What follows belongs to an exercise in optimizing a design on an open flow for small area, a short achievable clock period and few clock cycles per item; a production flow would make more cautious choices. At most, simulation tests tie the RTL to the original design; equivalence was not proved. No functional check of the RTL was part of runs 1 and 2. Power and IR drop assume default switching activity.

## design/flow/config.mk

```make
export PLATFORM = sky130hd
export DESIGN_NAME = integer_to_ascii_formatter
export DESIGN_NICKNAME = integer_to_ascii_formatter
export VERILOG_FILES = /design/flow/design.v
export SDC_FILE = /design/flow/constraint.sdc
export NUM_CORES = 4
export LEC_CHECK = 0
export ABC_AREA = 1
export CAP_MARGIN = 20
export CORE_MARGIN = 2
export CORE_UTILIZATION = 40
export SLEW_MARGIN = 20
```

## design/flow/constraint.sdc

```tcl
create_clock -name core_clock -period 10.0 [get_ports {clk}]
set_input_delay 2.0000 -clock core_clock [delete_from_list [all_inputs] [get_ports {clk}]]
set_output_delay 2.0000 -clock core_clock [all_outputs]
set_load 0.01 [all_outputs]
```

## design/flow/design.v

```verilog
`timescale 1ns / 1ps
package itaf_pkg;
    localparam logic [6:0] MAX_CHARS = 7'd64;
endpackage
`timescale 1ns / 1ps
`timescale 1ns / 1ps
`timescale 1ns / 1ps
`timescale 1ns / 1ps
module integer_to_ascii_formatter
#(
    parameter int VALUE_WIDTH = 64
)
(
    input  logic                   clk,
    input  logic                   rst_n,
    input  logic                   item_valid,
    output logic                   item_stall,
    input  logic [VALUE_WIDTH-1:0] value,
    input  logic [1:0]             base_select,
    input  logic [6:0]             min_width,
    input  logic [5:0]             min_digits,
    input  logic                   signed_mode,
    input  logic                   left_justify,
    input  logic                   zero_pad,
    input  logic                   plus_sign,
    input  logic                   space_sign,
    input  logic                   alt_prefix,
    input  logic                   lower_case,
    output logic                   char_valid,
    input  logic                   char_stall,
    output logic [7:0]             out_char,
    output logic                   last_char
);
    localparam int NN = 22;         
    localparam int RW = 4 * NN;     
    localparam int S_LEAD  = 0;
    localparam int S_SIGN  = 1;
    localparam int S_P0    = 2;
    localparam int S_PX    = 3;
    localparam int S_ZERO  = 4;
    localparam int S_DIG   = 5;
    localparam int S_TRAIL = 6;
    localparam logic [2:0] C_EMPTY = 3'd0;
    localparam logic [2:0] C_NEG   = 3'd1;
    localparam logic [2:0] C_CONV  = 3'd2;
    localparam logic [2:0] C_PLAN1 = 3'd3;
    localparam logic [2:0] C_PLAN2 = 3'd4;
    localparam logic [2:0] C_READY = 3'd5;
    logic [2:0]    c_state;
    logic          c_busy;
    logic          c_rdy;        
    logic          free;         
    logic          free_reg;
    logic [RW-1:0] c_r;
    logic [4:0]    c_step;
    logic          c_started;
    logic [1:0]    f_base;
    logic [6:0]    f_w;
    logic [5:0]    f_p;
    logic          f_sm, f_lj, f_zp, f_ps, f_ss, f_alt, f_lc;
    logic          f_neg;
    logic [1:0]    d_sign;       
    logic          d_hs, d_p0, d_px, d_zpe;
    logic [7:0]    d_wf;         
    logic [5:0]    d_pc;         
    logic [4:0]    p_nd;
    logic          p_gt;         
    logic [7:0]    a_wf;
    logic [5:0]    a_pc;
    logic [6:0]    a_apos;       
    logic          a_sel;        
    logic [6:0]    p_pad;
    logic [6:0]    p_n2;
    logic          e_act;
    logic [6:0]    e_seg;
    logic [6:0]    e_cnt;
    logic          e_one;        
    logic          e_nt;         
    logic          e_n2one, e_ndone, e_n3one;    
    logic [RW-1:0] e_dig;
    logic [6:0]    e_n2;
    logic [4:0]    e_nd;
    logic [6:0]    e_n3;
    logic [1:0]    e_sign;
    logic          e_hs, e_p0, e_px, e_lc;
    logic          cv_reg;
    logic [7:0]    oc_reg;
    logic          lc_reg;
    logic          sv_reg;       
    logic [7:0]    sc_reg;
    logic          sl_reg;
    logic          take;
    logic          handoff;
    logic          in_neg, in_dec;
    logic [63:0]   raw, mag;
    logic [RW-1:0] lay, lay_in;
    logic          is_dec, is_hex, is_oct;
    logic          skip;
    logic [RW-1:0] dab;
    logic [1:0]    fixed;
    logic [6:0]    wc;
    assign free   = free_reg;
    assign take   = free && item_valid;
    assign is_oct = (f_base == 2'd0);
    assign is_dec = (f_base == 2'd1);
    assign is_hex = f_base[1];
    assign raw    = c_r[RW-1 -: 64];
    assign mag    = ~raw + 64'd1;
    assign in_neg = signed_mode && value[63];
    assign in_dec = (base_select == 2'd1);
    function automatic logic [RW-1:0] layout(input logic [63:0] m, input logic [1:0] b);
        layout = '0;
        if (b == 2'd1)
            layout[RW-1 -: 64] = m;
        else if (b[1])
            layout[63:0] = m;
        else
            for (int j = 0; j < NN; j++)
                layout[4*j +: 3] = (j == NN - 1) ? {2'b00, m[63]} : m[3*j +: 3];
    endfunction
    assign lay    = (c_state == C_NEG) ? layout(mag, f_base)
                                       : layout(value, in_neg ? 2'd1 : base_select);
    assign lay_in = lay;
    function automatic logic [3:0] add3(input logic [3:0] x);
        add3[3] = x[3] | (x[2] & x[0]) | (x[2] & x[1]);
        add3[2] = (x[3] & x[0]) | (x[2] & !x[1] & !x[0]);
        add3[1] = (x[3] & !x[0]) | (!x[2] & x[1]) | (x[1] & x[0]);
        add3[0] = (!x[3] & !x[2] & x[0]) | (x[2] & x[1] & !x[0]) | (x[3] & !x[0]);
    endfunction
    logic [NN-1:0] dmask;
    always_comb
        for (int j = 0; j < NN; j++)
            dmask[j] = (j <= 5) || (c_step >= 5'(j - 5));
    always_comb
    begin
        dab = c_r;
        for (int u = 0; u < 4; u++)
        begin
            for (int j = 0; j < NN; j++)
            begin
                if (j <= 5 || dmask[j])
                    dab[4*j +: 4] = add3(dab[4*j +: 4]);
            end
            dab = {dab[RW-2:0], dab[RW-1]};
        end
    end
    assign skip = !c_started && (c_r[RW-1 -: 16] == 16'd0);
    logic [7:0] a_s;
    logic [4:0] nd_calc;
    logic [6:0] pad_calc, n2_calc;
    logic [7:0] q_m_nd;
    assign fixed = 2'(d_hs) + 2'(d_p0) + 2'(d_px);
    always_comb
    begin
        nd_calc = 5'd1;
        for (int j = 0; j < NN; j++)
            if (c_r[4*j +: 4] != 4'd0)
                nd_calc = 5'(j + 1);
    end
    logic [7:0] x1_s, x2_s;
    always_comb
    begin
        a_s      = d_wf - {2'b00, d_pc};
        x1_s     = a_wf - {3'b000, p_nd};
        x2_s     = {2'b00, a_pc} - {3'b000, p_nd};
        pad_calc = p_gt ? (x1_s[7] ? 7'd0 : x1_s[6:0]) : a_apos;
        q_m_nd   = a_sel ? x1_s : x2_s;
        n2_calc  = q_m_nd[7] ? 7'd0 : q_m_nd[6:0];
    end
    always_ff @(posedge clk)
    begin
        a_wf   <= d_wf;
        a_pc   <= d_pc;
        a_apos <= a_s[7] ? 7'd0 : a_s[6:0];
        a_sel  <= d_zpe && !d_wf[7] && (d_wf[6:0] > {1'b0, d_pc});
    end
    assign wc = f_w[6] ? 7'd64 : f_w;
    always_ff @(posedge clk or negedge rst_n)
    begin
        if (!rst_n)
        begin
            c_state <= C_EMPTY;
            c_busy  <= 1'b0;
            c_rdy   <= 1'b0;
        end
        else
        begin
            c_rdy <= 1'b0;
            if (free)
            begin
                if (item_valid)
                begin
                    c_state <= in_neg ? C_NEG : in_dec ? C_CONV : C_PLAN1;
                    c_busy  <= 1'b1;
                end
                else
                begin
                    c_state <= C_EMPTY;
                    c_busy  <= 1'b0;
                end
            end
            else
            begin
                unique case (c_state)
                    C_NEG:
                        c_state <= is_dec ? C_CONV : C_PLAN1;
                    C_CONV:
                        if ((skip && c_step == 5'd12) || (!skip && c_step == 5'd15))
                            c_state <= C_PLAN1;
                    C_PLAN1:
                        c_state <= C_PLAN2;
                    C_PLAN2:
                    begin
                        c_state <= C_READY;
                        c_rdy   <= 1'b1;
                    end
                    C_READY:
                        c_rdy   <= 1'b1;
                    default:
                    begin
                        c_state <= C_EMPTY;
                        c_busy  <= 1'b0;
                    end
                endcase
            end
        end
    end
    always_comb
    begin
        if (f_neg)                   d_sign = 2'd1;
        else if (f_sm && f_ps)       d_sign = 2'd2;
        else if (f_sm && f_ss)       d_sign = 2'd3;
        else                         d_sign = 2'd0;
        d_hs  = (d_sign != 2'd0);
        d_p0  = f_alt && !is_dec;
        d_px  = f_alt && is_hex;
        d_zpe = f_zp && !f_lj;
        d_wf  = {1'b0, wc} - {6'd0, fixed};
        d_pc  = ({1'b0, f_p} > (7'd64 - {5'd0, fixed})) ? 6'(7'd64 - {5'd0, fixed}) : f_p;
    end
    always_ff @(posedge clk)
    begin
        if (free)
            begin
                c_r       <= lay_in;
                c_step    <= 5'd0;
                c_started <= 1'b0;
                f_neg  <= in_neg;
                f_base <= base_select;
                f_w    <= min_width;
                f_p    <= min_digits;
                f_sm   <= signed_mode;
                f_lj   <= left_justify;
                f_zp   <= zero_pad;
                f_ps   <= plus_sign;
                f_ss   <= space_sign;
                f_alt  <= alt_prefix;
                f_lc   <= lower_case;
            end
        else
        case (c_state)
            C_NEG:
                c_r <= lay;
            C_CONV:
            begin
                if (skip)
                begin
                    c_r    <= {c_r[RW-17:0], 16'd0};
                    c_step <= c_step + 5'd4;
                end
                else
                begin
                    c_r       <= dab;
                    c_step    <= c_step + 5'd1;
                    c_started <= 1'b1;
                end
            end
            C_PLAN1:
            begin
                p_nd  <= nd_calc;
                p_gt  <= ({1'b0, nd_calc} > d_pc);
            end
            C_PLAN2:
            begin
                p_pad <= pad_calc;
                p_n2  <= n2_calc;
            end
            default: ;
        endcase
    end
    assign item_stall = !free;
    logic       emit;
    logic       head_ld;
    logic       seg_end;
    logic       is_last;
    logic [6:0] pres_cur, pres_new;
    logic [6:0] nxt_seg, first_seg;
    logic [6:0] nxt_cnt, first_cnt;
    logic [3:0] dsel;
    logic [7:0] dchar, ch;
    logic [6:0] n1_new, n3_new;
    assign emit    = e_act && !sv_reg;
    assign head_ld = !cv_reg || !char_stall;
    assign seg_end = e_one;
    assign is_last = e_one && (e_seg[S_TRAIL] || (e_seg[S_DIG] && e_nt));
    assign handoff = c_busy && free_reg;
    logic [6:0] seg_nx;
    logic       one_nx, nt_nx, act_nx, sv_nx, busy_nx, rdy_nx, free_nx;
    always_comb
    begin
        seg_nx = e_seg;
        one_nx = e_one;
        nt_nx  = e_nt;
        if (handoff)
        begin
            seg_nx = first_seg;
            one_nx = (first_cnt == 7'd1);
            nt_nx  = (n3_new == 7'd0);
        end
        else if (emit)
        begin
            if (seg_end)
            begin
                seg_nx = nxt_seg;
                one_nx = (nxt_seg[S_ZERO] && e_n2one) || (nxt_seg[S_DIG] && e_ndone)
                      || (nxt_seg[S_TRAIL] && e_n3one) || nxt_seg[S_SIGN] || nxt_seg[S_P0] || nxt_seg[S_PX];
            end
            else
                one_nx = (e_cnt == 7'd2);
        end
        act_nx  = handoff || (e_act && !(emit && is_last));
        sv_nx   = !head_ld && (emit || sv_reg);
        busy_nx = free ? item_valid
                       : (c_busy && (c_state == C_NEG || c_state == C_CONV || c_state == C_PLAN1
                                     || c_state == C_PLAN2 || c_state == C_READY));
        rdy_nx  = !free && (c_state == C_PLAN2 || c_state == C_READY);
        free_nx = !busy_nx || (rdy_nx && (!act_nx || (!sv_nx && one_nx
                                                      && (seg_nx[S_TRAIL] || (seg_nx[S_DIG] && nt_nx)))));
    end
    assign pres_cur = {e_n3 != 7'd0, 1'b1, e_n2 != 7'd0, e_px, e_p0, e_hs, 1'b0};
    assign n1_new   = (!f_lj && !d_zpe) ? p_pad : 7'd0;
    assign n3_new   = f_lj ? p_pad : 7'd0;
    assign pres_new = {1'b0, 1'b1, p_n2 != 7'd0, d_px, d_p0, d_hs, n1_new != 7'd0};
    always_comb
    begin
        logic [6:0] after;
        logic       found;
        after = '0;
        for (int k = 1; k < 7; k++)
            after[k] = after[k-1] | e_seg[k-1];
        nxt_seg = '0;
        found   = 1'b0;
        for (int k = 0; k < 7; k++)
            if (!found && after[k] && pres_cur[k])
            begin
                nxt_seg[k] = 1'b1;
                found      = 1'b1;
            end
        first_seg = '0;
        found     = 1'b0;
        for (int k = 0; k < 7; k++)
            if (!found && pres_new[k])
            begin
                first_seg[k] = 1'b1;
                found        = 1'b1;
            end
    end
    always_comb
    begin
        nxt_cnt = 7'd1;
        if (nxt_seg[S_ZERO])  nxt_cnt = e_n2;
        if (nxt_seg[S_DIG])   nxt_cnt = {2'b00, e_nd};
        if (nxt_seg[S_TRAIL]) nxt_cnt = e_n3;
        first_cnt = 7'd1;
        if (first_seg[S_LEAD]) first_cnt = n1_new;
        if (first_seg[S_ZERO]) first_cnt = p_n2;
        if (first_seg[S_DIG])  first_cnt = {2'b00, p_nd};
    end
    always_comb
    begin
        dsel = 4'd0;
        for (int j = 0; j < NN; j++)
            if (e_cnt[4:0] == 5'(j + 1))
                dsel = e_dig[4*j +: 4];
        dchar = ((dsel < 4'd10) ? (8'h30 + {4'h0, dsel}) : (8'h37 + {4'h0, dsel})) | {2'b00, e_lc, 5'b00000};
    end
    always_comb
    begin
        ch = 8'h20;
        if (e_seg[S_SIGN])
            ch = (e_sign == 2'd1) ? 8'h2D : (e_sign == 2'd2) ? 8'h2B : 8'h20;
        if (e_seg[S_P0] || e_seg[S_ZERO])
            ch = 8'h30;
        if (e_seg[S_PX])
            ch = e_lc ? 8'h78 : 8'h58;
        if (e_seg[S_DIG])
            ch = dchar;
    end
    always_ff @(posedge clk or negedge rst_n)
    begin
        if (!rst_n)
        begin
            e_act    <= 1'b0;
            cv_reg   <= 1'b0;
            sv_reg   <= 1'b0;
            free_reg <= 1'b1;
        end
        else
        begin
            free_reg <= free_nx;
            if (head_ld)
            begin
                cv_reg <= sv_reg || emit;
                sv_reg <= 1'b0;
            end
            else if (emit)
                sv_reg <= 1'b1;
            if (handoff)
                e_act <= 1'b1;
            else if (emit && is_last)
                e_act <= 1'b0;
        end
    end
    always_ff @(posedge clk)
    begin
        if (head_ld)
        begin
            oc_reg <= sv_reg ? sc_reg : ch;
            lc_reg <= sv_reg ? sl_reg : is_last;
        end
        if (!head_ld && !sv_reg)
        begin
            sc_reg <= ch;
            sl_reg <= is_last;
        end
        e_seg <= seg_nx;
        e_one <= one_nx;
        e_nt  <= nt_nx;
        if (handoff)
        begin
            e_cnt  <= first_cnt;
            e_n2one <= (p_n2 == 7'd1);
            e_ndone <= (p_nd == 5'd1);
            e_n3one <= (n3_new == 7'd1);
            e_dig  <= c_r;
            e_n2   <= p_n2;
            e_nd   <= p_nd;
            e_n3   <= n3_new;
            e_sign <= d_sign;
            e_hs   <= d_hs;
            e_p0   <= d_p0;
            e_px   <= d_px;
            e_lc   <= f_lc;
        end
        else if (emit)
        begin
            if (seg_end)
                e_cnt <= nxt_cnt;
            else
                e_cnt <= e_cnt - 7'd1;
        end
    end
    assign char_valid = cv_reg;
    assign out_char   = oc_reg;
    assign last_char  = lc_reg;
endmodule
```

## design/flow/flow/run.sh

```bash
#!/bin/bash
# Standard layout, with the timing repair aiming at a setup margin of 6.0 ns.
set -euo pipefail
bash standard.sh SETUP_SLACK_MARGIN=6.0 finish > standard.log 2>&1
```

## design/flow/standard.sh

```bash
#!/bin/bash
# synth_recipe.tcl (not shown) runs the flow's synth.tcl, then flattens the netlist and writes it again
# the make line also repeats each setting of config.mk as NAME=value (left out here)
make -C /OpenROAD-flow-scripts/flow DESIGN_CONFIG=/design/flow/config.mk WORK_HOME=/design/flow/orfs CLKGATE_MAP_FILE= SYNTH_SCRIPT=/design/flow/synth_recipe.tcl "${@:-finish}"
```

==> metrics.md, run 1 <==
| Metric | Value |
|---|---|
| Drt wl/cell | 22.3 um |
| Die Span Y | 261 um |
| Hold Violations, Final | 0 |
| Global route overflow | 0 |
| # setup viols final | 0 |
| Num CTS Buffers | 40 |
| RSZ-0062 raised after global routing | yes |
| CTS Sinks | 315 |
| Worst flop-to-flop path startpoint | f_base[1] |
| Final Wtd Congestion | 1.05 |
| Critical Path AT | 5.12 ns |
| Final Util | 47.6% |
| Max Slew Vio Count | 0 |
| Crit path time final | 4.67 ns |
| Leakage | 13.4 nW |
| DRT Wirelength | 109 mm |
| Number of stages on the worst hold path | 0 |
| Regs by FF count | c_r: 88 flops, e_dig: 88 flops, a_wf: 8 flops |
| Critical path data required time | 10.45 ns |
| GRT Total Usage | 31.3% |
| Routed via count | 28900 |
| Cells after Synth | 3850 |
| R2r setup slk | 5.33 ns |
| H-tree Lvls | 2 |
| Crit-path most repeated cell | nor2_1 |
| Vias in the first global route | 26000 |
| Yosys warning count | 1 |
| I/O Pins | 101 |
| Worst VDD drop | 0.166 mV |
| Share of cells above drive strength 1 | 10.8% |
| Slew @ Worst Pin | 1.11 ns |
| CTS tree | built |
| Pre-antenna DRT Iters | 10 |
| Largest net degree at the start of global routing | 86 |
| Reg2reg end | a_apos[1] |
| Yosys top cell area share | 31.3% |
| Clock Skew | 0.0289 ns |
| Hold_buf cts | 0 |
| Post-synth cell types | 88 |
| EDFF count, synth | 275 |
| Worst Hold Endpoint | e_nd[2] |
| Worst min path class | flop to flop |
| Top cell type by total area after synthesis | edfxtp_1 |
| Startpoint types | flop |
| Core Region | 65600 um^2 |
| Rel. slew slack | 25.8% |
| Port Buffers | 99 |
| NumNets Final | 4149 |
| HP Start | p_nd[2] |
| Die area | 68100 um^2 |
| Hpwl dp | 81.6 mm |
| Ys flop type | edfxtp_1 |
| Clock latency (worst-skew pair) | 0.59 ns |
| DR iter-0 viols | 3937 |
| Pwr dens | 404 nW/um^2 |
| Row Count | 94 |
| Drc violations | 0 |
| Worst setup path category | flop to flop |
| Syn Std Cell Area | 26400 um^2 |
| CP Max Fanout | 7 |
| Total power | 0.0126 W |
| Die width | 261 um |
| Max_cap viols | 0 |
| Root Driver | clkbuf_16 |
| Initial antenna violation count | 10 |
| Period utilisation layout | 46.7% |
| Dpl cells | 4710 |
| Crit path max-delay family | adder cells |
| Clock transition at path regs | 0.06 ns |
| FF+latch count, synth | 315 |
| Filler instances | 6663 |
| Crit-path slowest cell | fa_2 |
| Fin Hold WS | 0.447 ns |
| Status | timing/DRC/antenna clean |
| Starting Density | 40.3% |
| Syn nets | 3994 |
| Max Fclk | 214 MHz |
| Area delta synth->final | 18.3% |
| Total negative slack | 0 ns |
| Fraction of registers with async set/reset | 2.54% |
| Worst Setup End Kind | flop |
| Fin cells | 4907 |
| Antenna viol nets, final | 0 |
| Number of buffers and inverters on the critical path | 8 |
| Reg2reg path depth | 33 |
| Post-synthesis sequential area ratio | 34.4% |
| Top cells by area, synth | edfxtp_1 31%, nand2_1 12%, inv_1 8.7%, nor2_1 6.3%, o21ai_0 5.6% |
| First-pass GRT wire length | 161 mm |
| CTS max path bufs | 3 |
| CP max stage delay | 0.60 ns |
| Vias per cell | 5.89 |
| Syn avg cell area | 6.86 um^2 |
## power by group
| part | total [W] | leakage (nW) | internal (W) | switching [W] |
|---|---|---|---|---|
| logic | 0.00823 | 9.67 | 0.00274 | 0.00549 |
| clock network | 0.00151 | 0.658 | 0.000892 | 0.000622 |
| registers | 0.00289 | 3.06 | 0.00216 | 0.000726 |
| total | 0.0126 | 13.4 | 0.00579 | 0.00684 |
## layout make-up
type                    instances  area (um^2)  share of cell area (%)
clock buffers                  50         1060                    3.39
repair buffers                233         2090                    6.67
multi-input cells            2770        15100                    48.4
flip-flops and latches        315         9100                    29.1
diodes                          6         15.0                  0.0480
well taps                     864         1080                    3.46
inverters                     643         2480                    7.94
clock inverters                24          298                   0.953
repair inverters                2         13.8                  0.0440
## per-stage QoR
| step | worst slack [ns] | cell area [um^2] |
|---|---|---|
| floorplan | 5.69 | 26500 |
| global placement | 3.44 | 28200 |
| detailed placement | 3.76 | 28200 |
| CTS | 5.30 | 30400 |
| global route | 5.13 | 31200 |
| finish | 5.33 | 31300 |
## kinds of logic (layout without fill, tap and decap cells)
kind of cell | after synthesis | in the layout | share of synthesized area (%)
AO/OA/AOI/OAI | 997 | 997 | 23.2
XOR/XNOR | 57 | 57 | 1.92
adder cells (fa/ha/maj) | 54 | 54 | 2.70
buffers and inverters | 769 | 952 | 11.2
flip-flops | 315 | 315 | 34.4
multiplexers | 1 | 1 | 0.0379
other | 1 | 7 | 0.0142
AND/OR/NAND/NOR | 1656 | 1660 | 26.5
## how the worst max path moves through the flow
stage,from,end,depth (start not counted)
after floorplan,f_base[1],a_apos[3],32
after global placement,base_select[1],c_r[51],9
after detailed placement,base_select[1],c_r[35],10
after CTS,f_base[1],a_apos[0],33
after global routing,f_base[1],a_apos[4],33
final,f_base[1],a_apos[1],33
## synthesized netlist by cell type, types with 6 or more instances
| library cell | instances |
|---|---|
| ha_1 | 49 |
| o21ai_1 | 42 |
| o311ai_1 | 10 |
| o31ai_1 | 21 |
| dfxtp_1 | 32 |
| a22o_1 | 6 |
| o2111ai_1 | 9 |
| nand3_1 | 193 |
| nor2_4 | 6 |
| nor2_1 | 446 |
| xnor2_1 | 6 |
| dfrtp_1 | 7 |
| nor2_2 | 13 |
| o22ai_1 | 64 |
| a32o_1 | 6 |
| xor2_1 | 50 |
| a32oi_1 | 13 |
| o211ai_1 | 41 |
| a21oi_1 | 259 |
| nand4_1 | 34 |
| a22oi_1 | 21 |
| or2_2 | 12 |
| o221ai_1 | 33 |
| inv_1 | 609 |
| o21a_1 | 10 |
| clkbuf_1 | 101 |
| nand2_2 | 12 |
| buf_2 | 15 |
| o21ai_0 | 293 |
| o311ai_0 | 10 |
| a221oi_1 | 19 |
| nor3_1 | 53 |
| nand2_1 | 833 |
| inv_2 | 26 |
| a211oi_1 | 19 |
| clkinv_1 | 6 |
| edfxtp_1 | 275 |
| a21oi_2 | 10 |
| nand3b_1 | 8 |
| nor4_1 | 20 |
| a31oi_1 | 63 |
## timing repair
action / in CTS / in global routing
pin swaps: 26 / 21
setup buffers: 43 / 66
gates resized for setup: 88 / 91
setup endpoints to repair: 115 / 100
gates cloned: 8 / 0
endpoints found under the hold margin: 0 / 0
## layout by cell type, fill, tap and decap left out, types with 9 or more instances in the layout
cell,n
nand2_1,817
inv_1,590
nor2_1,428
o21ai_0,279
edfxtp_1,275
a21oi_1,251
nand3_1,190
buf_4,127
clkdlybuf4s50_1,96
o22ai_1,63
a31oi_1,61
o21ai_1,50
nor3_1,48
xor2_1,43
o211ai_1,41
clkbuf_16,41
ha_1,39
nand4_1,34
o221ai_1,33
inv_2,31
dfxtp_1,28
nor2_4,22
a22oi_1,21
nor4_1,19
nor2_2,19
o31ai_1,19
a221oi_1,19
nand2_2,18
a211oi_1,18
a21oi_2,16
a32oi_1,13
or2_2,11
nand2_4,10
inv_4,10
clkinv_2,10
o21a_1,9
o311ai_1,9
clkbuf_1,9
## worst register-to-register path: cells and delay by family (launching register included)
family | cells | cell delay, ns
AO/OA/AOI/OAI | 4 | 0.50
XOR/XNOR | 1 | 0.25
adder cells (fa/ha/maj) | 4 | 1.40
buffers and inverters | 8 | 0.60
flip-flops | 1 | 0.44
AND/OR/NAND/NOR | 16 | 1.36
## per-layer routing
metal / routed length, um / GRT usage [%]
met5: 63 / 0
met4: 6270 / 13.8
met3: 13700 / 9.71
met2: 44800 / 46.1
met1: 44700 / 42.2
==> run 2, diff against run 1 <==
==> design/flow/run.sh (new file) <==
#!/bin/bash
# synth_recipe.tcl (not shown) runs the flow's synth.tcl, then flattens the netlist and writes it again
# the make line also repeats each setting of config.mk as NAME=value (left out here)
make -C /OpenROAD-flow-scripts/flow DESIGN_CONFIG=/design/flow/config.mk WORK_HOME=/design/flow/orfs CLKGATE_MAP_FILE= SYNTH_SCRIPT=/design/flow/synth_recipe.tcl finish
removed: design/flow/flow/run.sh
removed: design/flow/standard.sh
==> run 2 against run 1 <==
Compared with the run above:
- flip-flop and latch count did not move
- critical endpoint is now a_apos[2]
- still clean on timing, DRC and antenna
- largest power group unchanged
- global-route usage grew 0.067 points
- cell count decreased by 2.6%
==> metrics.md, run 2 <==
| Metric | Value |
|---|---|
| RSZ-0062 raised after global routing | no |
| Critical Path AT | 8.18 ns |
| Status | timing/DRC/antenna clean |
| Crit-path slowest cell | clkinv_1 |
| DRT Wirelength | 109 mm |
| DR iter-0 viols | 3435 |
| Routed via count | 28100 |
| GR Layer Usage met1 | 43.8% |
| Most frequent cells in the layout | 831 x nand2_1, 607 x inv_1, 442 x nor2_1 |
| EDFF count, synth | 275 |
| Max Fclk | 129 MHz |
| Total negative slack | 0 ns |
| Starting Density | 40.3% |
| Clock latency (worst-skew pair) | 0.59 ns |
| Clock transition at path regs | 0.06 ns |
| Leakage | 12.6 nW |
| Global route overflow | 0 |
| Top cells by area, synth | edfxtp_1 31%, nand2_1 12%, inv_1 8.7%, nor2_1 6.3%, o21ai_0 5.6% |
| Syn nets | 3994 |
| Cells after Synth | 3850 |
| Resize count post-CTS | 0 |
| Clock Skew | 0.0243 ns |
| Row Count | 94 |
| Slack of the critical path | 2.25 ns |
| Die area | 68100 um^2 |
| Yosys top cell area share | 31.3% |
| Core Region | 65600 um^2 |
| N_diodes | 0 |
| Area delta synth->final | 11.4% |
| Max_cap viols | 0 |
| Port Buffers | 99 |
| CP max stage delay | 1.18 ns |
| Startpoint types | flop |
| Worst min path class | flop to flop |
| Hpwl dp | 84.4 mm |
| Fraction of registers with async set/reset | 2.54% |
| NumNets Final | 4029 |
| Share of cells above drive strength 1 | 5.29% |
| Net switching power | 0.00646 W |
| Rel. slew slack | 20.7% |
| Drc violations | 0 |
| I/O Pins | 101 |
| Post-synth cell types | 88 |
| H-tree Lvls | 2 |
| Hold Violations, Final | 0 |
| Root Driver | clkbuf_16 |
| P_int | 0.00518 W |
| Die Span Y | 261 um |
| CTS Sinks | 315 |
| Period utilisation layout | 77.5% |
| Die width | 261 um |
| Num CTS Buffers | 39 |
| Final Wtd Congestion | 1.01 |
| Crit path time final | 7.75 ns |
| Vias in the first global route | 25400 |
| Pre-antenna DRT Iters | 6 |
| Postcts setup bufs | 0 |
| Syn Std Cell Area | 26400 um^2 |
| FF+latch count, synth | 315 |
| Filler instances | 6894 |
| GR Layer Usage met2 | 46.4% |
| Hold_buf cts | 0 |
| Antenna viol nets, final | 0 |
| Slew @ Worst Pin | 1.18 ns |
| Post-synthesis sequential area ratio | 34.4% |
| Max Slew Vio Count | 0 |
| Most common cell after layout, fill and taps aside | nand2_1 |
| Busiest grt layer | met2 |
| # setup viols final | 0 |
| Initial antenna violation count | 4 |
| Syn avg cell area | 6.86 um^2 |
| Grt met3 use | 6.63% |
| GRT Total Usage | 31.4% |
| First-pass GRT wire length | 160 mm |
| Most frequent cell after synthesis | nand2_1 |
| CP Max Fanout | 28 |
| Top cell type by total area after synthesis | edfxtp_1 |
| Sw Share | 55.5% |
| Seq pwr share | 25.5% |
| Worst VDD drop | 0.153 mV |
| Drt wl/cell | 22.7 um |
| Critical path data required time | 10.44 ns |
| Combinational power share | 62.1% |
| Yosys warning count | 1 |
| CTS tree | built |
| Regs by FF count | c_r: 88 flops, e_dig: 88 flops, a_wf: 8 flops |
| Largest net degree at the start of global routing | 86 |
| Vias per cell | 5.87 |
| Synth top cells by count | 833 x nand2_1, 609 x inv_1, 446 x nor2_1, 293 x o21ai_0, 275 x edfxtp_1 |
| Worst setup path category | flop to flop |
| Pwr dens | 395 nW/um^2 |
| CTS max path bufs | 3 |
| Pre-CTS WS | 2.47 ns |
| Ys flop type | edfxtp_1 |
| Worst Setup End Kind | flop |
| Clock power share | 12.4% |
==> run 2: metal layers <==
metal	part of all wire (%)	up-vias
li1	-	13200
met4	5.3	8
met2	41	1571
met1	42	13000
met5	0.056	-
met3	11	321
==> run 2: cells by family (layout without fill, tap and decap cells) <==
group / after synthesis / count (layout) / synth area share (%)
other cells: 1 / 1 / 0.0142
mux: 1 / 1 / 0.0379
flops: 315 / 315 / 34.4
buf+inv: 769 / 834 / 11.2
simple gates: 1656 / 1656 / 26.5
fa+ha+maj: 54 / 54 / 2.70
xor+xnor: 57 / 57 / 1.92
compound gates: 997 / 997 / 23.2
==> run 2: power groups by stage <==
stage	Combinational, W	Sequential (W)	Clock, W
global route	0.00806	0.00299	0.00149
finish	0.00723	0.00297	0.00144
global placement	0.00701	0.00294	0
detailed placement	0.00704	0.00294	0
floorplan	0.00524	0.00247	0
CTS	0.00708	0.00291	0.00144
==> run 2: cell type report <==
cell class              count  area (um^2)  area share [%]
flip-flops and latches    315         9100            30.9
clock buffers              50         1070            3.63
repair buffers            120         1170            3.97
clock inverters            21          194           0.659
multi-input cells        2766        14400            48.9
well taps                 864         1080            3.67
inverters                 643         2420            8.22
==> run 2: final timing paths <==
path                       depth (start not counted)   endpoint  startpoint  slack, ns
hold / removal                                     0       e_lc        f_lc       0.43
min in group asynchronous                          1     cv_reg       rst_n       1.75
setup reg to reg                                  30  a_apos[2]   f_base[1]       2.25
max in group asynchronous                          1   free_reg       rst_n       7.90
hold reg to reg                                    0       e_lc        f_lc       0.43
setup / recovery                                  30  a_apos[2]   f_base[1]       2.25
==> run 2: worst max-delay path, delay by kind of cell (launching register included) <==
kind | cells | cell delay, ns
adder cells (fa/ha/maj) | 4 | 1.58
flip-flops | 1 | 0.74
buffers and inverters | 5 | 1.60
AO/OA/AOI/OAI | 5 | 0.74
AND/OR/NAND/NOR | 15 | 2.45
XOR/XNOR | 1 | 0.44
==> run 2: metrics by stage <==
step / utilization [%] / area [um^2] / power [W] / hold slack, ns / cells
3_5_place_dp: 42.9 / 28100 / 0.00998 / 0.413 / 4707
5_1_grt: 44.9 / 29400 / 0.0126 / 0.448 / 4779
6_report: 44.9 / 29400 / 0.0116 / 0.433 / 4779
2_1_floorplan: - / 26400 / 0.00772 / 0.400 / 3850
3_3_place_gp: 42.9 / 28100 / 0.00995 / 0.408 / 4707
4_1_cts: 44.8 / 29400 / 0.0114 / 0.441 / 4778
==> run 3, diff against run 2 <==
--- a/design/flow/design.v
+++ b/design/flow/design.v
@@ -66,7 +66,4 @@
     logic [4:0]    p_nd;
-    logic          p_gt;         
     logic [7:0]    a_wf;
     logic [5:0]    a_pc;
-    logic [6:0]    a_apos;       
-    logic          a_sel;        
     logic [6:0]    p_pad;
@@ -147,3 +144,2 @@
     assign skip = !c_started && (c_r[RW-1 -: 16] == 16'd0);
-    logic [7:0] a_s;
     logic [4:0] nd_calc;
@@ -159,10 +155,13 @@
     end
-    logic [7:0] x1_s, x2_s;
+    logic [7:0] x1_s, x2_s, x3_s;
+    logic       gt, sel;
     always_comb
     begin
-        a_s      = d_wf - {2'b00, d_pc};
         x1_s     = a_wf - {3'b000, p_nd};
         x2_s     = {2'b00, a_pc} - {3'b000, p_nd};
-        pad_calc = p_gt ? (x1_s[7] ? 7'd0 : x1_s[6:0]) : a_apos;
-        q_m_nd   = a_sel ? x1_s : x2_s;
+        x3_s     = a_wf - {2'b00, a_pc};
+        gt       = ({1'b0, p_nd} > a_pc);
+        sel      = d_zpe && !a_wf[7] && (a_wf[6:0] > {1'b0, a_pc});
+        pad_calc = gt ? (x1_s[7] ? 7'd0 : x1_s[6:0]) : (x3_s[7] ? 7'd0 : x3_s[6:0]);
+        q_m_nd   = sel ? x1_s : x2_s;
         n2_calc  = q_m_nd[7] ? 7'd0 : q_m_nd[6:0];
@@ -173,4 +172,2 @@
         a_pc   <= d_pc;
-        a_apos <= a_s[7] ? 7'd0 : a_s[6:0];
-        a_sel  <= d_zpe && !d_wf[7] && (d_wf[6:0] > {1'b0, d_pc});
     end
@@ -280,3 +277,2 @@
                 p_nd  <= nd_calc;
-                p_gt  <= ({1'b0, nd_calc} > d_pc);
             end
==> design/flow/flow/run.sh (new file) <==
#!/bin/bash
# Standard layout, with the timing repair aiming at a setup margin of 6.0 ns.
set -euo pipefail
bash standard.sh SETUP_SLACK_MARGIN=6.0 finish > standard.log 2>&1
==> design/flow/standard.sh (new file) <==
#!/bin/bash
# synth_recipe.tcl (not shown) runs the flow's synth.tcl, then flattens the netlist and writes it again
# the make line also repeats each setting of config.mk as NAME=value (left out here)
make -C /OpenROAD-flow-scripts/flow DESIGN_CONFIG=/design/flow/config.mk WORK_HOME=/design/flow/orfs CLKGATE_MAP_FILE= SYNTH_SCRIPT=/design/flow/synth_recipe.tcl "${@:-finish}"
--- a/design/flow/config.mk
+++ b/design/flow/config.mk
@@ -12 +12,2 @@
 export SLEW_MARGIN = 20
+export TNS_END_PERCENT = 0
removed: design/flow/run.sh
==> run 3 against run 2 <==
Compared with the run above:
- critical path depth down 15
- combinational power down 6.9%
- total power down 5.9%
- largest power group unchanged
- critical path type unchanged
- highest routed layer unchanged
- largest cell class unchanged
- first-iteration DRC count up 9.0%
==> metrics.md, run 3 <==
| Metric | Value |
|---|---|
| Total negative slack | 0 ns |
| Regs by FF count | c_r: 88 flops, e_dig: 88 flops, a_wf: 8 flops |
| Sw Share | 54.5% |
| Combinational power share | 61.4% |
| Reg2reg end | c_r[56] |
| Global route overflow | 0 |
| I/O Pins | 101 |
| Largest net degree at the start of global routing | 83 |
| CTS tree | built |
| Die width | 261 um |
| Critical path data required time | 10.30 ns |
| Clock power share | 12.6% |
| Worst min path class | flop to flop |
| Root Driver | clkbuf_16 |
| Initial antenna violation count | 4 |
| Rel. slew slack | 26.0% |
| Hold_buf cts | 0 |
| Synthesized-area fraction occupied by adder cells | 2.46% |
| Clock transition at path regs | 0.06 ns |
| Post-Synth Simple-Gate Area | 26.2% |
| Period utilisation layout | 42.4% |
| Share of cells above drive strength 1 | 9.95% |
| Drt wl/cell | 22.4 um |
| Max Slew Vio Count | 0 |
| Die area | 68100 um^2 |
| # setup viols final | 0 |
| Syn Std Cell Area | 26400 um^2 |
| R2r setup slk | 5.76 ns |
| Worst flop-to-flop path startpoint | c_r[57] |
| Largest family of logic cells by synthesized area | simple AND/OR/NAND/NOR gates |
| P_int | 0.00498 W |
| Final Wtd Congestion | 1.02 |
| NumNets Final | 3991 |
| Syn avg cell area | 6.97 um^2 |
| Critical Path AT | 4.54 ns |
| Worst VDD drop | 0.158 mV |
| Worst Setup End Kind | flop |
| Routed via count | 27800 |
| FF+latch count, synth | 306 |
| Hold Violations, Final | 0 |
| Slack of the critical path | 5.76 ns |
| DR iter-0 viols | 3743 |
| Filler instances | 6726 |
| RSZ-0062 raised after global routing | yes |
| EDFF count, synth | 274 |
| Post-synthesis xor/xnor area fraction | 2.02% |
| Worst setup path category | flop to flop |
| Crit path time final | 4.24 ns |
| Leakage | 12.7 nW |
| CTS max path bufs | 3 |
| Fraction of registers with async set/reset | 2.61% |
| Pre-CTS WS | 4.54 ns |
| Synth Area in Compound Gates | 24.4% |
| Num CTS Buffers | 39 |
| Top cells by area, synth | edfxtp_1 31%, nand2_1 11%, inv_1 7.8%, nor2_1 6.1%, a21oi_1 5.2% |
| Antenna viol nets, final | 0 |
| Pwr dens | 366 nW/um^2 |
| Synth top cells by count | 796 x nand2_1, 547 x inv_1, 429 x nor2_1, 276 x a21oi_1, 274 x edfxtp_1 |
| DRT Wirelength | 106 mm |
| Seq pwr share | 25.9% |
| Row Count | 94 |
| Clock Skew | 0.0266 ns |
| HP Start | f_lc |
| Status | timing/DRC/antenna clean |
| Post-synthesis mux area share | 0.0758% |
| Cells after Synth | 3786 |
| Top cell type by total area after synthesis | edfxtp_1 |
| Post-synthesis sequential area ratio | 33.7% |
| Fin Hold WS | 0.450 ns |
| H-tree Lvls | 2 |
| Clock latency (worst-skew pair) | 0.58 ns |
| Worst Hold Endpoint | e_lc |
| Max_cap viols | 0 |
| Reg2reg path depth | 15 |
| Hpwl dp | 80.6 mm |
| CTS Sinks | 306 |
| Area delta synth->final | 13.2% |
| Vias in the first global route | 25300 |
| Pre-antenna DRT Iters | 9 |
| Vias per cell | 5.85 |
| Ys flop type | edfxtp_1 |
| CP Max Fanout | 8 |
| Slew @ Worst Pin | 1.10 ns |
| Syn nets | 3925 |
| Yosys warning count | 1 |
| Starting Density | 40.3% |
| Post-synth cell types | 93 |
| Most frequent cells in the layout | 789 x nand2_1, 540 x inv_1, 419 x nor2_1 |
| Die Span Y | 261 um |
| Net switching power | 0.00597 W |
| Most frequent cell after synthesis | nand2_1 |
| Core Region | 65500 um^2 |
| GRT Total Usage | 30.5% |
| Startpoint types | flop |
| Most common cell after layout, fill and taps aside | nand2_1 |
| Number of stages on the worst hold path | 0 |
| Max Fclk | 236 MHz |
| Yosys top cell area share | 31.2% |
| Port Buffers | 99 |
| Drc violations | 0 |
| First-pass GRT wire length | 156 mm |
## run 3: changes by cell type after synthesis, moves of 10 or more
cell	delta
nor2_2	+13
inv_1	-62
clkbuf_1	-10
a31oi_1	-39
nor2_1	-17
inv_2	+36
o21ai_1	+24
a21oi_2	+12
nand4_1	-12
nand2_1	-37
a21oi_1	+17
o21ai_2	+13
o21ai_0	-62
## run 3: cell type report
| type | count | area [um^2] | share of cell area (%) |
|---|---|---|---|
| Multi-Input combinational cell | 2728 | 14800 | 49.7 |
| Clock inverter | 13 | 135 | 0.452 |
| Inverter | 625 | 2390 | 7.98 |
| Clock buffer | 57 | 1080 | 3.63 |
| Antenna cell | 1 | 2.50 | 0.00837 |
| Sequential cell | 306 | 8910 | 29.8 |
| Tap cell | 864 | 1080 | 3.62 |
| Timing Repair inverter | 1 | 7.51 | 0.0251 |
| Timing Repair Buffer | 151 | 1440 | 4.81 |
## run 3: routing by layer
| metal | share of wire, % | global-route usage, % | routed length (um) |
|---|---|---|---|
| met1 | 42 | 42.4 | 44700 |
| met2 | 40 | 43.7 | 42900 |
| met3 | 12 | 7.94 | 12500 |
| met4 | 5.6 | 15.3 | 5950 |
| met5 | 0.041 | 0 | 44 |
## run 3: logic make-up after synthesis
kind of cell | count (synthesis)
adders and majority gates | 49
xor gates and xnor gates | 60
muxes | 2
DFF | 306
buffers and inverters | 752
and+or+nand+nor | 1614
other | 1
AOI/OAI and AO/OA | 1002
## run 3: worst max-delay path, cell delays in order (launching register included)
cell       delay (ns)
edfxtp_1         0.59
nor2_1           0.37
inv_1            0.11
nor2_1           0.14
inv_1            0.13
nor3_2           0.27
nand2_1          0.21
nor2_1           0.40
nand2_1          0.31
nor2_1           0.25
nand2_1          0.12
xor2_1           0.42
or2_2            0.19
a31oi_1          0.07
a2111oi_0        0.32
a21oi_1          0.07
## run 3: what timing repair did
action                                  in CTS  in global routing
pin swaps                                    1                  4
endpoints found under the setup margin     106                158
resized for setup                           26                 55
setup buffers                                4                 23
cloned                                       0                  2
## run 3: power groups by stage
stage	sequential (W)	clock, W	combinational, W
3_5_place_dp	0.00286	0	0.00627
2_1_floorplan	0.00240	0	0.00467
5_1_grt	0.00286	0.00144	0.00739
3_3_place_gp	0.00286	0	0.00625
4_1_cts	0.00282	0.00139	0.00635
6_report	0.00284	0.00138	0.00673
## run 3: worst max path at each step
stage / start / endpoint / cells after the start
after floorplan: base_select[1] / c_r[63] / 11
after global placement: base_select[1] / c_r[63] / 10
after detailed placement: base_select[1] / c_r[63] / 10
after CTS: c_step[4] / c_r[1] / 15
after global routing: c_r[28] / c_r[46] / 18
final: c_r[57] / c_r[56] / 15
## run 3: through the flow
| stage | cell area [um^2] | util [%] | total power, W | instances |
|---|---|---|---|---|
| global route | 29900 | 45.6 | 0.0117 | 4745 |
| CTS | 29500 | 45.0 | 0.0106 | 4720 |
| global placement | 28100 | 42.9 | 0.00910 | 4646 |
| detailed placement | 28100 | 42.9 | 0.00913 | 4646 |
| finish | 29900 | 45.6 | 0.0110 | 4746 |
| floorplan | 26400 | - | 0.00707 | 3786 |
Testbench counts of run 3, summed over its fixed seeds: cycles 50,510, items 3,200.
==> run 4, diff against run 3 <==
==> design/flow/run.sh (new file) <==
#!/bin/bash
# synth_recipe.tcl (not shown) runs the flow's synth.tcl, then flattens the netlist and writes it again
# the make line also repeats each setting of config.mk as NAME=value (left out here)
make -C /OpenROAD-flow-scripts/flow DESIGN_CONFIG=/design/flow/config.mk WORK_HOME=/design/flow/orfs CLKGATE_MAP_FILE= SYNTH_SCRIPT=/design/flow/synth_recipe.tcl finish
--- a/design/flow/config.mk
+++ b/design/flow/config.mk
@@ -11,2 +11,3 @@
 export CORE_UTILIZATION = 40
+export SETUP_SLACK_MARGIN = 5
 export SLEW_MARGIN = 20
removed: design/flow/flow/run.sh
removed: design/flow/standard.sh
==> run 4 against run 3 <==
Compared with the run above:
- register-to-register slack lost 0.56 ns
- design area shrank 1.7%
- die area is the same
- largest power group unchanged
- largest cell class unchanged
- clock skew grew 0.0045 ns
- core utilization shrank 0.77 points
- worst hold slack gained 0.015 ns
- critical endpoint is now c_r[48]
- worst setup slack lost 0.56 ns
- sequential power grew 3%
- critical path depth shrank 1
- first-iteration DRC count grew 0.83%
- combinational power shrank 4.9%
==> metrics.md, run 4 <==
| Metric | Value |
|---|---|
| CTS Sinks | 306 |
| Worst setup path category | flop to flop |
| Reg2reg end | c_r[48] |
| Worst min path class | flop to flop |
| Worst flop-to-flop path startpoint | c_r[56] |
| Synth top cells by count | 796 x nand2_1, 547 x inv_1, 429 x nor2_1, 276 x a21oi_1, 274 x edfxtp_1 |
| Largest net degree at the start of global routing | 89 |
| Number of stages on the worst hold path | 0 |
| Yosys warning count | 1 |
| Top cells by area, synth | edfxtp_1 31%, nand2_1 11%, inv_1 7.8%, nor2_1 6.1%, a21oi_1 5.2% |
| Top cell type by total area after synthesis | edfxtp_1 |
| Total power | 0.0108 W |
| Drt wl/cell | 22.1 um |
| Final Util | 44.9% |
| Cells after Synth | 3786 |
| Fin cells | 4713 |
| R2r setup slk | 5.20 ns |
| Hold Violations, Final | 0 |
| DRT Wirelength | 104 mm |
| Ys flop type | edfxtp_1 |
| Die Span Y | 261 um |
| Post-synth cell types | 93 |
| H-tree Lvls | 2 |
| Clock power share | 13.3% |
| Regs by FF count | c_r: 88 flops, e_dig: 88 flops, a_wf: 8 flops |
| CTS max path bufs | 3 |
| Pwr dens | 366 nW/um^2 |
| Syn nets | 3925 |
| Die width | 261 um |
| Clock Skew | 0.0311 ns |
| Hpwl dp | 80.0 mm |
| I/O Pins | 101 |
| Most common cell after layout, fill and taps aside | nand2_1 |
| Area delta synth->final | 11.3% |
| Antenna viol nets, final | 0 |
| Drc violations | 0 |
| Slew @ Worst Pin | 1.11 ns |
| Sw Share | 54.2% |
| Filler instances | 6734 |
| Fraction of registers with async set/reset | 2.61% |
| Period utilisation layout | 48.0% |
| Max_cap viols | 0 |
| RSZ-0062 raised after global routing | no |
| # setup viols final | 0 |
| Global route overflow | 0 |
| Clock latency (worst-skew pair) | 0.56 ns |
| GRT Total Usage | 29.9% |
| Hold_buf cts | 0 |
| Syn avg cell area | 6.97 um^2 |
| Combinational power share | 59.4% |
| Num CTS Buffers | 36 |
| Yosys top cell area share | 31.2% |
| Most frequent cells in the layout | 795 x nand2_1, 547 x inv_1, 425 x nor2_1 |
| First-pass GRT wire length | 154 mm |
| Most frequent cell after synthesis | nand2_1 |
| Post-synthesis sequential area ratio | 33.7% |
| Share of cells above drive strength 1 | 8.24% |
| CP Max Fanout | 12 |
| NumNets Final | 3960 |
| Area of the multi-input gates | 14600 um^2 |
| Net switching power | 0.00584 W |
| Worst Setup End Kind | flop |
| Vias per cell | 5.87 |
| P_int | 0.00493 W |
| CTS tree | built |
| Clock transition at path regs | 0.07 ns |
| EDFF count, synth | 274 |
| Rel. slew slack | 25.4% |
| Dpl cells | 4647 |
| Seq pwr share | 27.2% |
| Max Fclk | 208 MHz |
| Worst Hold Endpoint | e_lc |
| Startpoint types | flop |
| Leakage | 12.6 nW |
| Core Region | 65500 um^2 |
| DR iter-0 viols | 3774 |
| Crit path time final | 4.80 ns |
| Vias in the first global route | 25000 |
| Placed Area | 28100 um^2 |
| Status | timing/DRC/antenna clean |
| HP Start | f_lc |
| Worst VDD drop | 0.151 mV |
| FF+latch count, synth | 306 |
| Initial antenna violation count | 5 |
| Final instance area | 29400 um^2 |
| Max Slew Vio Count | 0 |
| Syn Std Cell Area | 26400 um^2 |
| Root Driver | clkbuf_16 |
| Total negative slack | 0 ns |
| Starting Density | 40.3% |
| Storage element area | 8910 um^2 |
| Port Buffers | 99 |
| Pre-antenna DRT Iters | 7 |
| Row Count | 94 |
| Die area | 68100 um^2 |
| Final Wtd Congestion | 1.02 |
| Critical Path AT | 5.07 ns |
| Routed via count | 27700 |
| Reg2reg path depth | 14 |
| Critical path data required time | 10.27 ns |
==> run 4: cell counts after synthesis <==
Identical to the previous run, type by type.
==> run 4: final cells by class <==
cell class | instances | share of cell area, %
Tap cell | 864 | 3.68
Clock buffer | 40 | 3.22
Inverter | 625 | 8.05
Multi-Input combinational cell | 2728 | 49.7
Clock inverter | 24 | 1.03
Antenna cell | 2 | 0.0170
Timing Repair Buffer | 124 | 3.99
Sequential cell | 306 | 30.3
==> run 4: what timing repair did <==
item,4_1_cts,5_1_grt
resized for setup,0,3
buffers inserted,0,0
endpoints found under the setup margin,0,52
==> run 4: how the worst max path moves through the flow <==
stage | cells past startpoint | to | slack (ns) | startpoint
finish | 14 | c_r[48] | 5.20 | c_r[56]
global route | 14 | a_pc[0] | 5.08 | f_base[1]
CTS | 10 | c_r[39] | 5.04 | base_select[1]
detailed placement | 11 | c_r[63] | 4.49 | base_select[1]
global placement | 11 | c_r[63] | 4.50 | base_select[1]
floorplan | 11 | c_r[63] | 5.97 | base_select[1]
==> run 4: cell families after synthesis <==
kind of cell               count (synthesis)  synth area share, %
AOI/OAI and AO/OA                       1002                 24.4
xor gates and xnor gates                  60                 2.02
adders and majority gates                 49                 2.46
buffers and inverters                    752                 11.1
DFF                                      306                 33.7
muxes                                      2               0.0758
other                                      1               0.0142
and+or+nand+nor                         1614                 26.2
==> run 4: power groups by stage <==
stage                     clock network [W]  registers [W]  logic (W)
after floorplan                           0        0.00240    0.00467
after CTS                           0.00144        0.00287    0.00624
after global routing                0.00148        0.00294    0.00708
final                               0.00144        0.00293    0.00640
after global placement                    0        0.00289    0.00620
after detailed placement                  0        0.00289    0.00621
==> run 4: critical path, stage by stage (launching register included) <==
cell	delay [ns]
edfxtp_1	0.68
nor2_1	0.37
inv_1	0.11
nor2_1	0.14
inv_1	0.11
nor3_1	0.48
nand2_1	0.29
nor2_1	0.48
nand2_1	0.33
nor2_1	0.24
nand2_1	0.13
o21ai_0	0.74
nor2_1	0.08
o21ai_0	0.20
a22oi_1	0.10
==> run 4: per-stage QoR <==
step	setup slack, ns	hold WS, ns
after floorplan	5.97	0.400
after global placement	4.50	0.459
after detailed placement	4.49	0.416
after CTS	5.04	0.459
after global routing	5.08	0.471
final	5.20	0.465
==> run 4: layer usage <==
layer / routed length, um / track usage [%]
met1: 43500 / 41.6
met2: 42000 / 43.3
met3: 12900 / 8.18
met4: 5610 / 13.3
met5: 46 / 0
==> run 5, diff against run 4 <==
--- a/design/flow/design.v
+++ b/design/flow/design.v
@@ -43,3 +43,4 @@
     localparam logic [2:0] C_EMPTY = 3'd0;
-    localparam logic [2:0] C_NEG   = 3'd1;
+    localparam logic [2:0] C_NEG   = 3'd1;    
+    localparam logic [2:0] C_NEG2  = 3'd6;    
     localparam logic [2:0] C_CONV  = 3'd2;
@@ -53,2 +54,3 @@
     logic          free_reg;
+    logic          stall_reg;    
     logic [RW-1:0] c_r;
@@ -61,2 +63,3 @@
     logic          f_neg;
+    logic          f_cy;         
     logic [1:0]    d_sign;       
@@ -104,3 +107,3 @@
     assign raw    = c_r[RW-1 -: 64];
-    assign mag    = ~raw + 64'd1;
+    assign mag    = {~raw[63:32] + {31'd0, f_cy}, raw[31:0]};
     assign in_neg = signed_mode && value[63];
@@ -117,3 +120,3 @@
     endfunction
-    assign lay    = (c_state == C_NEG) ? layout(mag, f_base)
+    assign lay    = (c_state == C_NEG2) ? layout(mag, f_base)
                                        : layout(value, in_neg ? 2'd1 : base_select);
@@ -202,2 +205,4 @@
                     C_NEG:
+                        c_state <= C_NEG2;
+                    C_NEG2:
                         c_state <= is_dec ? C_CONV : C_PLAN1;
@@ -259,2 +264,7 @@
             C_NEG:
+            begin
+                c_r[RW-33 -: 32] <= ~raw[31:0] + 32'd1;
+                f_cy             <= (raw[31:0] == 32'd0);
+            end
+            C_NEG2:
                 c_r <= lay;
@@ -286,3 +296,3 @@
     end
-    assign item_stall = !free;
+    assign item_stall = stall_reg;
     logic       emit;
@@ -329,3 +339,3 @@
         busy_nx = free ? item_valid
-                       : (c_busy && (c_state == C_NEG || c_state == C_CONV || c_state == C_PLAN1
+                       : (c_busy && (c_state == C_NEG || c_state == C_NEG2 || c_state == C_CONV || c_state == C_PLAN1
                                      || c_state == C_PLAN2 || c_state == C_READY));
@@ -401,3 +411,4 @@
             sv_reg   <= 1'b0;
-            free_reg <= 1'b1;
+            free_reg  <= 1'b1;
+            stall_reg <= 1'b0;
         end
@@ -405,3 +416,4 @@
         begin
-            free_reg <= free_nx;
+            free_reg  <= free_nx;
+            stall_reg <= !free_nx;
             if (head_ld)
==> design/flow/flow/run.sh (new file) <==
#!/bin/bash
# Standard layout, with the timing repair aiming at a setup margin of 6.0 ns.
set -euo pipefail
bash standard.sh SETUP_SLACK_MARGIN=6.0 finish > standard.log 2>&1
==> design/flow/standard.sh (new file) <==
#!/bin/bash
# synth_recipe.tcl (not shown) runs the flow's synth.tcl, then flattens the netlist and writes it again
# the make line also repeats each setting of config.mk as NAME=value (left out here)
make -C /OpenROAD-flow-scripts/flow DESIGN_CONFIG=/design/flow/config.mk WORK_HOME=/design/flow/orfs CLKGATE_MAP_FILE= SYNTH_SCRIPT=/design/flow/synth_recipe.tcl "${@:-finish}"
--- a/design/flow/config.mk
+++ b/design/flow/config.mk
@@ -11,3 +11,2 @@
 export CORE_UTILIZATION = 40
-export SETUP_SLACK_MARGIN = 5
 export SLEW_MARGIN = 20
removed: design/flow/run.sh
==> run 5 against run 4 <==
Compared with the run above:
- count of clock-buffer cells in the layout grew 10
- still clean
- routed wire length rose by 5.3%
- flip-flop and latch count grew 2
- worst setup slack better by 0.58 ns
- sequential share of layout area is 0.069 points lower
- core utilization is 0.99 points higher
- combinational power is 5.2% higher
- total power grew 3.1%
- clock skew barely moved
- synthesized area fell by 0.49%
- first-iteration DRC count grew 10%
- worst hold slack got worse by 0.019 ns
==> metrics.md, run 5 <==
| Metric | Value |
|---|---|
| Global route overflow | 0 |
| Starting Density | 40.6% |
| Vias per cell | 5.93 |
| Worst VDD drop | 0.152 mV |
| Worst-path cell chain | inv_1 > nor2_2 > inv_1 > nor2_2 > buf_6 > inv_2 > buf_4 > nor2_2 > clkinv_2 > o22ai_1 > a21oi_1 > o311ai_0 > o21ai_0 > inv_1 |
| Vias in the first global route | 25700 |
| DRT Wirelength | 110 mm |
| First-pass GRT wire length | 161 mm |
| Max Fclk | 237 MHz |
| GRT Total Usage | 31.6% |
| Core Region | 64700 um^2 |
| Clock latency (worst-skew pair) | 0.58 ns |
| I/O Pins | 101 |
| Die area | 67700 um^2 |
| Antenna viol nets, final | 0 |
| Rel. slew slack | 26.8% |
| Worst Setup End Kind | flop |
| Most common cell after layout, fill and taps aside | nand2_1 |
| Row Count | 93 |
| Filler instances | 6698 |
| Syn Std Cell Area | 26300 um^2 |
| Critical path data required time | 10.44 ns |
| Max_cap viols | 0 |
| Hold Violations, Final | 0 |
| EDFF count, synth | 275 |
| Syn nets | 3988 |
| Routed via count | 28300 |
| Slew @ Worst Pin | 1.09 ns |
| Die Span Y | 260 um |
| Total power | 0.0111 W |
| Pwr dens | 374 nW/um^2 |
| Startpoint types | flop |
| Ys flop type | edfxtp_1 |
| Yosys top cell area share | 31.4% |
| Top cell type by total area after synthesis | edfxtp_1 |
| H-tree Lvls | 2 |
| Final Wtd Congestion | 1.01 |
| Crit path max-delay family | buffers and inverters |
| Clock transition at path regs | 0.07 ns |
| Placed Area | 28000 um^2 |
| Slack of the critical path | 5.78 ns |
| Yosys warning count | 1 |
| Pre-CTS WS | 4.58 ns |
| Largest net degree at the start of global routing | 81 |
| RSZ-0062 raised after global routing | yes |
| Share of cells above drive strength 1 | 6.60% |
| Synth top cells by count | 758 x nand2_1, 561 x inv_1, 488 x nor2_1, 308 x o21ai_0, 299 x a21oi_1 |
| Drc violations | 0 |
| Port Buffers | 99 |
| Worst min path class | flop to flop |
| Most frequent cells in the layout | 755 x nand2_1, 554 x inv_1, 475 x nor2_1 |
| NumNets Final | 4035 |
| Syn avg cell area | 6.83 um^2 |
| Hold_buf cts | 0 |
| FF+latch count, synth | 308 |
| Sw Share | 54.7% |
| Num CTS Buffers | 37 |
| CP max stage delay | 0.46 ns |
| Clock Skew | 0.0315 ns |
| CTS max path bufs | 3 |
| Most frequent cell after synthesis | nand2_1 |
| P_int | 0.00503 W |
| Leakage | 12.6 nW |
| Die width | 260 um |
| Drt wl/cell | 22.9 um |
| Area delta synth->final | 12.9% |
| Root Driver | clkbuf_16 |
| Crit path time final | 4.22 ns |
| CTS tree | built |
| Worst setup path category | flop to flop |
| Total negative slack | 0 ns |
| Hpwl dp | 82.7 mm |
| Critical Path AT | 4.66 ns |
| Post-synth cell types | 82 |
| Pre-antenna DRT Iters | 7 |
| Fraction of registers with async set/reset | 2.92% |
| Regs by FF count | c_r: 88 flops, e_dig: 88 flops, a_wf: 8 flops |
| Period utilisation layout | 42.2% |
| Combinational power share | 60.7% |
| DR iter-0 viols | 4165 |
| Clock power share | 12.7% |
| Number of buffers and inverters on the critical path | 7 |
| Max Slew Vio Count | 0 |
| Final instance area | 29700 um^2 |
| Cells after Synth | 3847 |
| Net switching power | 0.00607 W |
| Post-synthesis sequential area ratio | 34.1% |
| Status | timing/DRC/antenna clean |
| CP Max Fanout | 51 |
| Crit-path slowest cell | o22ai_1 |
| Top cells by area, synth | edfxtp_1 31%, nand2_1 11%, inv_1 8.0%, nor2_1 7.0%, o21ai_0 5.9% |
| Seq pwr share | 26.6% |
| Initial antenna violation count | 6 |
| CTS Sinks | 308 |
| Fin Hold WS | 0.446 ns |
| # setup viols final | 0 |
==> run 5: kinds of logic after synthesis <==
logic type / after synthesis / share of synthesized area [%]
flip-flops: 308 / 34.1
adder cells (fa/ha/maj): 51 / 2.57
AO/OA/AOI/OAI: 1084 / 25.2
multiplexers: 2 / 0.0762
AND/OR/NAND/NOR: 1601 / 25.4
XOR/XNOR: 56 / 1.87
other: 1 / 0.0143
buffers and inverters: 744 / 10.8
==> run 5: cell type report <==
type / instances / area, um^2 / area share (%)
multi-input cells: 2795 / 14700 / 49.5
flip-flops and latches: 308 / 8970 / 30.3
inverters: 601 / 2270 / 7.67
repair buffers: 151 / 1450 / 4.88
well taps: 855 / 1070 / 3.61
clock buffers: 50 / 1010 / 3.42
clock inverters: 17 / 199 / 0.671
diodes: 5 / 12.5 / 0.0422
==> run 5: final timing paths <==
kind                            start    endpoint  slack (ns)  cells past startpoint
hold reg to reg                  f_lc        e_lc        0.45                      0
min in group asynchronous       rst_n  c_state[2]        1.79                      1
setup / recovery           c_state[1]     c_r[27]        5.78                     14
setup reg to reg           c_state[1]     c_r[27]        5.78                     14
hold / removal                   f_lc        e_lc        0.45                      0
max in group asynchronous       rst_n    free_reg        7.84                      1
==> run 5: per-layer routing <==
layer	vias up	track usage [%]	share of wire, %
li1	13300	-	-
met1	13100	43.0	41
met2	1599	46.5	41
met3	369	7.72	12
met4	4	16.2	6.2
met5	-	0	0.024
==> run 5: worst register-to-register path, cell delays in order (launching register included) <==
cell and delay (ns):
dfrtp_1 0.36, inv_1 0.09, nor2_2 0.11, inv_1 0.38, nor2_2 0.27, buf_6 0.38
inv_2 0.37, buf_4 0.41, nor2_2 0.47, clkinv_2 0.41, o22ai_1 0.46, a21oi_1 0.06
o311ai_0 0.12, o21ai_0 0.15, inv_1 0.07
==> run 5: repair_timing <==
item | CTS | global route
endpoints found under the hold margin | 0 | 0
setup endpoints to repair | 98 | 106
gates resized for setup | 21 | 44
buffers inserted | 4 | 19
cloned | 0 | 1
pin swaps | 1 | 5
==> run 5: through the flow <==
stage | util, % | instances
after floorplan | - | 3847
after global placement | 43.3 | 4686
after detailed placement | 43.3 | 4686
after CTS | 45.3 | 4757
after global routing | 45.8 | 4778
final | 45.9 | 4782
==> run 5: power by group through the flow <==
| stage | combinational [W] | sequential (W) | clock, W |
|---|---|---|---|
| final | 0.00673 | 0.00296 | 0.00141 |
| after global routing | 0.00747 | 0.00297 | 0.00146 |
| after CTS | 0.00645 | 0.00291 | 0.00141 |
| after detailed placement | 0.00640 | 0.00293 | 0 |
| after global placement | 0.00639 | 0.00293 | 0 |
| after floorplan | 0.00478 | 0.00243 | 0 |
Testbench counts of run 5, summed over its fixed seeds: cycles 50,561, items 3,200.

-- static timing again, ports no longer ideal --
Ports are ideal in the flow. The routed layouts listed here were re-timed in OpenROAD. Step 1 sets driving cells, clkbuf_16 on the clock port and buf_2 on the other inputs (assumed; they add their load-dependent delay and slew). Step 2 times the ports against the registers' clock, not the clock port: input delays grow and output delays shrink by t, the midpoint of the rising clock arrivals with the driver on. Three values: ideal ports, drivers, drivers and shift; two values: the first two.
| run | shift t [ns] | setup slack, ns | worst setup path at the end |
|---|---|---|---|
| run 1 | 0.639 | 5.330 / 5.330 / 5.330 | register to register |
| run 2 | 0.631 | 2.254 / 2.254 / 2.254 | register to register |
| run 3 | 0.633 | 5.758 / 5.758 / 5.197 | input to register |
| run 4 | 0.597 | 5.203 / 5.203 / 4.734 | input to register |
| run 5 | 0.617 | 5.781 / 5.781 / 5.264 | input to register |
After both steps setup and hold are still met in every run listed. For run 3, which loses most, drivers alone change the setup slack by 0.000 ns; drivers and shift together by -0.561 ns.
